Context: an optimization exercise on an open-source flow, tuned for small area, a short achievable clock period and few clock cycles. The choices shown serve that exercise and are no tape-out recipe.
In this exercise RTL edits were held to simulation tests only and were not proved equivalent to the original.
No activity file was given, so power comes from the tool's default toggle rates.

--- flow/constraint.sdc ---
create_clock -name core_clock -period 12.0 [get_ports {clk}]
set_input_delay 2.4000 -clock core_clock [delete_from_list [all_inputs] [get_ports {clk}]]
set_output_delay 2.4000 -clock core_clock [all_outputs]
set_load 0.01 [all_outputs]
--- flow/config.mk ---
export PLATFORM = sky130hd
export DESIGN_NAME = conv2d_stream
export DESIGN_NICKNAME = conv2d_stream
export VERILOG_FILES = /design/flow/design.v
export SDC_FILE = /design/flow/constraint.sdc
export NUM_CORES = 4
export LEC_CHECK = 0
export CAP_MARGIN = 20
export CORE_MARGIN = 2
export CORE_UTILIZATION = 40
export PLACE_DENSITY = 0.6
export SLEW_MARGIN = 20
--- flow/design.v ---
module conv2d_stream #(
  parameter int IMAGE_WIDTH  = 64,
  parameter int IMAGE_HEIGHT = 64,
  parameter int FILTER_SIZE  = 3,
  parameter int STRIDE       = 1,
  parameter int DATA_W       = 8,
  parameter int COEF_W       = 8,
  parameter int ACC_W        = 20
) (
  input  logic                                          clk,
  input  logic                                          rst,
  input  logic                                          start,
  input  logic [FILTER_SIZE*FILTER_SIZE*COEF_W-1:0]     filter,
  input  logic [DATA_W-1:0]                             pix_in,
  input  logic                                          pix_valid,
  output logic                                          pix_ready,
  output logic [ACC_W-1:0]                              res_out,
  output logic                                          res_valid,
  input  logic                                          res_ready,
  output logic                                          busy,
  output logic                                          done,
  output logic [$clog2(IMAGE_HEIGHT)-1:0]               row_count,
  output logic [$clog2(IMAGE_WIDTH)-1:0]                col_count
);
  localparam int M    = 32;    
  localparam int AMAX = 5;     
  logic        pr_q, busy_q, done_q, all_in, fin;
  logic [4:0]  rot;                  
  logic [11:0] ei, ed;               
  logic        v1;                   
  logic        acc, start_e, pop, ofree, deliver, drop, issue;
  logic [2:0]  a;
  logic        a_ok;
  logic [12:0] pn;                   
  logic        lag_ok;
  logic        all_in_n, fin_n, rv_n, done_n;
  logic [11:0] ed_nx, ei_nx;
  assign pix_ready = pr_q;
  assign busy      = busy_q;
  assign done      = done_q;
  assign acc     = pix_valid & pr_q;
  assign start_e = start & ~busy_q & ~done_q;
  assign pn      = {all_in, row_count, col_count};
  assign a    = 3'(M - rot);
  assign a_ok = (rot == 5'd0) || (rot >= 5'(M - AMAX));
  assign issue = busy_q & ~fin & a_ok & (pn == 13'(ei) + 13'(a) + 13'd1);
  assign ofree   = ~res_valid | res_ready;
  assign pop     = res_valid & res_ready;
  assign deliver = v1 & ofree;
  assign drop    = v1 & ~ofree;
  assign ed_nx  = (ed[5:0] == 6'd63) ? {ed[11:6] + 6'd1, 6'd2} : ed + 12'd1;
  assign ei_nx  = (ei[5:0] == 6'd63) ? {ei[11:6] + 6'd1, 6'd2} : ei + 12'd1;
  assign lag_ok = $signed(pn - {1'b0, ed}) <= 13'sd4;
  assign all_in_n = all_in | (acc & (row_count == 6'd63) & (col_count == 6'd63));
  assign fin_n    = fin | (deliver & (ed == 12'hfff));
  assign rv_n     = deliver | (res_valid & ~pop);
  assign done_n   = busy_q & fin_n & ~rv_n;
  always_ff @(posedge clk) begin
    if (rst) begin
      pr_q      <= 1'b0;
      busy_q    <= 1'b0;
      done_q    <= 1'b0;
      all_in    <= 1'b0;
      fin       <= 1'b0;
      rot       <= '0;
      ei        <= {6'd2, 6'd2};
      ed        <= {6'd2, 6'd2};
      v1        <= 1'b0;
      res_valid <= 1'b0;
      row_count <= '0;
      col_count <= '0;
    end else begin
      done_q    <= done_n;
      busy_q    <= start_e | (busy_q & ~done_n);
      res_valid <= rv_n;
      if (start_e) begin
        pr_q      <= 1'b1;
        all_in    <= 1'b0;
        fin       <= 1'b0;
        rot       <= '0;
        ei        <= {6'd2, 6'd2};
        ed        <= {6'd2, 6'd2};
        v1        <= 1'b0;
        row_count <= '0;
        col_count <= '0;
      end else begin
        pr_q   <= busy_q & ~done_n & ~all_in_n & lag_ok &
                  (acc | (rot == 5'(M - 1)));
        all_in <= all_in_n & ~done_n;
        fin    <= fin_n & ~done_n;
        rot    <= acc ? 5'd0 : rot + 5'd1;
        if (deliver) ed <= ed_nx;
        if (drop) begin
          v1 <= 1'b0;
          ei <= ed;
        end else begin
          v1 <= issue;
          if (issue) ei <= ei_nx;
        end
        if (acc) begin
          col_count <= col_count + 1'b1;
          if (col_count == 6'd63) row_count <= row_count + 1'b1;
        end
      end
    end
  end
  logic [71:0] filt_q;
  always_ff @(posedge clk) begin
    if (start_e) filt_q <= filter;
  end
  logic [7:0] r0 [M];
  logic [7:0] r1 [M];
  logic [7:0] r2 [M];
  logic [7:0] r3 [M];
  logic [7:0] r4 [8];
  always_ff @(posedge clk) begin
    r0[0] <= acc ? pix_in   : r0[M-1];
    r1[0] <= acc ? r0[M-1]  : r1[M-1];
    r2[0] <= acc ? r1[M-1]  : r2[M-1];
    r3[0] <= acc ? r2[M-1]  : r3[M-1];
    r4[0] <= acc ? r3[M-1]  : r4[7];
    for (int k = 1; k < M; k++) begin
      r0[k] <= r0[k-1];
      r1[k] <= r1[k-1];
      r2[k] <= r2[k-1];
      r3[k] <= r3[k-1];
    end
    for (int k = 1; k < 8; k++) r4[k] <= r4[k-1];
  end
  logic [7:0] wp [9];
  always_comb begin
    for (int j = 0; j < 3; j++) begin
      wp[0*3+j] = r4[2-j];
      wp[1*3+j] = r2[2-j];
      wp[2*3+j] = r0[2-j];
    end
  end
  logic signed [15:0] prod [9];
  always_ff @(posedge clk) begin
    for (int k = 0; k < 9; k++)
      prod[k] <= $signed({1'b0, wp[k]}) * $signed(filt_q[8*k +: 8]);
  end
  logic signed [ACC_W-1:0] sum;
  always_comb begin
    sum = '0;
    for (int k = 0; k < 9; k++) sum = sum + ACC_W'(prod[k]);
  end
  always_ff @(posedge clk) begin
    if (deliver) res_out <= sum;
  end
endmodule
--- flow/run.sh ---
#!/bin/bash
# synth_recipe.tcl (not shown) runs the flow's synth.tcl, then flattens the netlist and writes it again
# the make line also repeats each setting of config.mk as NAME=value (left out here)
make -C /OpenROAD-flow-scripts/flow DESIGN_CONFIG=/design/flow/config.mk WORK_HOME=/design/flow/orfs CLKGATE_MAP_FILE= SYNTH_SCRIPT=/design/flow/synth_recipe.tcl finish
==> flow_metrics.env <==
export IMPL_outcome="no timing/DRC/antenna violations"
export IMPL_yosysTopAreaCellShare_pct=47.9
export IMPL_place_gp_congestion=0.826
export IMPL_grt_overflow=0
export IMPL_cts_tree="built"
export IMPL_layout_drive_gt1_share_pct=5.20
export IMPL_crit_reg2reg_launch="prod[0][2]"
export IMPL_ys_seq_area_share_pct=53.1
export IMPL_dp_slack_ns=6.77
export IMPL_area_delta_synth_final_pct=15.0
export IMPL_ios=121
export IMPL_cts_root_buf="clkbuf_16"
export IMPL_fin_worst_skew_ns=0.0292
export IMPL_crit_top_cell="fa_1"
export IMPL_finalCritPeriodShare_pct=43.1
export IMPL_drt_iter0_markers=1407
export IMPL_first_global_vias=29745
export IMPL_worstPathMaxFanout=4
export IMPL_drt_vias_per_instance=4.43
export IMPL_syn_area_um2=53500
export IMPL_grt_pass1_wl_mm=162
export IMPL_synth_edf_count=92
export IMPL_met1_length_mm=48.8
export IMPL_hold_path_endpoint="r3[2][6]"
export IMPL_grt_max_degree=48
export IMPL_setup_ws_ns=6.83
export IMPL_dr_pass1_iters=5
export IMPL_synth_cells=4399
export IMPL_fin_crit_ns=5.17
export IMPL_min_path_type="flop to flop"
export IMPL_yosys_top_cells_area="dfxtp_1 (48%), fa_1 (17%), ha_1 (9.4%)"
export IMPL_final_core_util_pct=46.2
export IMPL_clkSinkCount=1372
export IMPL_hp_start="r3[1][6]"
export IMPL_arrival_ns=5.66
export IMPL_crit_required_ns=12.50
export IMPL_worst_pin_slew_ns=1.02
export IMPL_ant_nets=0
export IMPL_max_stage_delay_ns=0.53
export IMPL_wirelength_mm=100
export IMPL_cts_hold_buffers=0
export IMPL_power_density_nw_per_um2=195
export IMPL_avgRoutedWirePerCell_um=15.3
export IMPL_start_util_pct=40.2
export IMPL_worstSkewPairLatency_ns=0.76
export IMPL_fin_setup_tns_ns=0
export IMPL_dieArea_um2=137000
export IMPL_grt_use_total_pct=15.2
export IMPL_wl_met2_mm=44.7
export IMPL_synth_main_ff_cell="dfxtp_1"
export IMPL_synth_nets=5337
export IMPL_ys_ff_latch=1372
export IMPL_postCtsSetupRepairBufs=0
export IMPL_whs_ns=0.316
export IMPL_drc=0
export IMPL_path_class="flop to flop"
export IMPL_cap_viol_max_count=0
export IMPL_worst_path_max_delay_cell="fa_1"
export IMPL_setup_viol=0
export IMPL_reg2reg_to="res_out[18]"
export IMPL_reg2reg_slack_ns=6.83
export IMPL_total_leakage_power_nw=28.1
export IMPL_max_slew_margin_pct=31.8
export IMPL_final_cell_count_no_fill=6517
export IMPL_cp_start_kind="flop"
export IMPL_end_kind="flop"
export IMPL_rr_worst_depth=19
export IMPL_clk_pin_slew_worst_paths_ns=0.06
export IMPL_dp_hpwl_mm=73.9
export IMPL_wl_met3_mm=4.00
export IMPL_final_nets=5578
export IMPL_antenna_found_initial=5
export IMPL_ir_worst_vdd_mv=0.372
export IMPL_crit_chain="inv_1 > fa_1 > inv_1 > fa_1 > fa_1 > inv_1 > fa_1 > inv_1 > ha_1 > fa_1 > a21o_1 > a21oi_1 > nor2b_1 > o21a_1 > o41a_1 > a31oi_1 > nor2b_1 > o41ai_1 > xnor2_1"
export IMPL_synthArstFlopShare_pct=0
export IMPL_rsz0062_at_grt="false"
export IMPL_port_buffers=120
export IMPL_avgSynthCellArea_um2=12.2
export IMPL_row_count=134
export IMPL_clockBufferDepth=3
export IMPL_yosysWarnings=8
export IMPL_hold_violations=0
export IMPL_finalMaxSlewViolations=0
export IMPL_synth_cell_type_count=65
export IMPL_dr_max_layer_used="met4"
export IMPL_num_vias=28858
export IMPL_core_um2=133000
export IMPL_timing_fmax_mhz=194
export IMPL_die_h_um=370
export IMPL_htreeDepth=4
export IMPL_yosys_area_top_type="dfxtp_1"
export IMPL_cts_resized=0
export IMPL_numPlacedInstances=6271
export IMPL_fp_dieW_um=370
export IMPL_holdPathStages=0
export IMPL_cts_buffers_inserted=135
synth_stat cells (all sizes together) (10+ instances only):
| cell | instances |
|---|---|
| a21boi | 16 |
| a21o | 36 |
| a21oi | 53 |
| and2 | 308 |
| clkbuf | 18 |
| dfxtp | 1280 |
| edfxtp | 92 |
| fa | 449 |
| ha | 404 |
| inv | 718 |
| nand2 | 365 |
| nand2b | 66 |
| nand3 | 24 |
| nand4 | 13 |
| nor2 | 135 |
| nor2b | 25 |
| nor3 | 36 |
| nor4 | 10 |
| o21a | 18 |
| o21ai | 48 |
| o311a | 12 |
| or2 | 14 |
| xnor2 | 110 |
| xor2 | 47 |
final cells by class:
| class | count | area [um2] |
|---|---|---|
| fillers | 12109 | 71600 |
| flip-flops and latches | 1372 | 28400 |
| multi-input cells | 2288 | 22300 |
| clock buffers | 187 | 3860 |
| inverters | 718 | 2700 |
| well taps | 1768 | 2210 |
| repair buffers | 125 | 1240 |
| clock inverters | 58 | 767 |
| diodes | 1 | 2.50 |
state kept, by name, summed over array words and instances, names as in the netlist, 5 cells and up:
name	flops
r3	256
r4	64
r1	256
ed	12
row_count	6
ei	12
r2	256
rot	5
filt_q	72
r0	256
prod	144
res_out	20
col_count	6
report_power, final:
group	internal (mW)	total, mW	switching (mW)
registers	4.88	4.98	0.0996
logic	1.25	2.73	1.48
clock network	2.47	4.29	1.82
total	8.61	12.0	3.40
through the flow:
stage	power, mW	instance area, um2
floorplan	7.19	53500
global placement	7.83	56900
detailed placement	7.83	56900
CTS	12.2	61500
global route	12.7	61500
finish	12.0	61500
how the worst max path moves through the flow:
stage | start | end
2_1_floorplan | start | ed[0]
3_3_place_gp | res_ready | busy_q
3_5_place_dp | res_ready | busy_q
4_1_cts | prod[0][2] | res_out[18]
5_1_grt | prod[0][2] | res_out[18]
6_report | prod[0][2] | res_out[18]
logic make-up after synthesis:
family	synth area share, %
buffers and inverters	5.21
DFF	53.1
AOI/OAI and AO/OA	2.98
xor gates and xnor gates	2.57
muxes	0.112
adders and majority gates	26.3
and+or+nand+nor	9.80
worst max-delay path: cells and delay by family (launching register included):
kind,cells,cell delay (ns)
flip-flops,1,0.32
AO/OA/AOI/OAI,6,1.51
AND/OR/NAND/NOR,2,0.16
XOR/XNOR,1,0.11
adder cells (fa/ha/maj),6,2.65
buffers and inverters,4,0.19
cells in the final DEF (no fill, tap or decap), drive strengths merged, types with 66 or more instances in the layout:
| cell type | netlist | layout |
|---|---|---|
| and2 | 308 | 308 |
| clkbuf | 18 | 187 |
| clkdlybuf4s50 | 0 | 120 |
| dfxtp | 1280 | 1280 |
| edfxtp | 92 | 92 |
| fa | 449 | 449 |
| ha | 404 | 404 |
| inv | 718 | 733 |
| nand2 | 365 | 365 |
| nand2b | 66 | 66 |
| nor2 | 135 | 135 |
| xnor2 | 110 | 110 |
per-layer routing:
metal  vias up  GRT usage [%]
li1      14115              -
met1     14103           21.4
met2       509           23.6
met3       131           2.79
met4         0           5.44
met5         -              0
Testbench counts, summed over its fixed seeds: cycles 98,424.

[separate check: timing with driven ports]
No port has a modelled driver above. Below, the same layout with a new extraction and two added sets of constraints.
Step 1 sets driving cells, clkbuf_16 on the clock port and buf_2 on the other inputs (assumed; they add their load-dependent delay and slew).
Step 2 moves the port delays by t, midway between the first and last clock arrival at a register: inputs arrive t later, outputs are due t later. That takes back most of the time a late clock gives input paths.
Slacks: ideal ports / drivers / drivers and shift; pairs: ideal ports / drivers.
t, ns: 0.810
setup WS [ns]: 6.833 / 6.833 / 6.802
worst setup path at the end: input to register
latest minus earliest clock arrival (ns): 0.030 / 0.030
worst slew at a driven data input, ns: 0.08
After both steps this run still meets setup and hold. For this run, drivers alone change the setup slack by 0.000 ns; drivers and shift together by -0.031 ns.
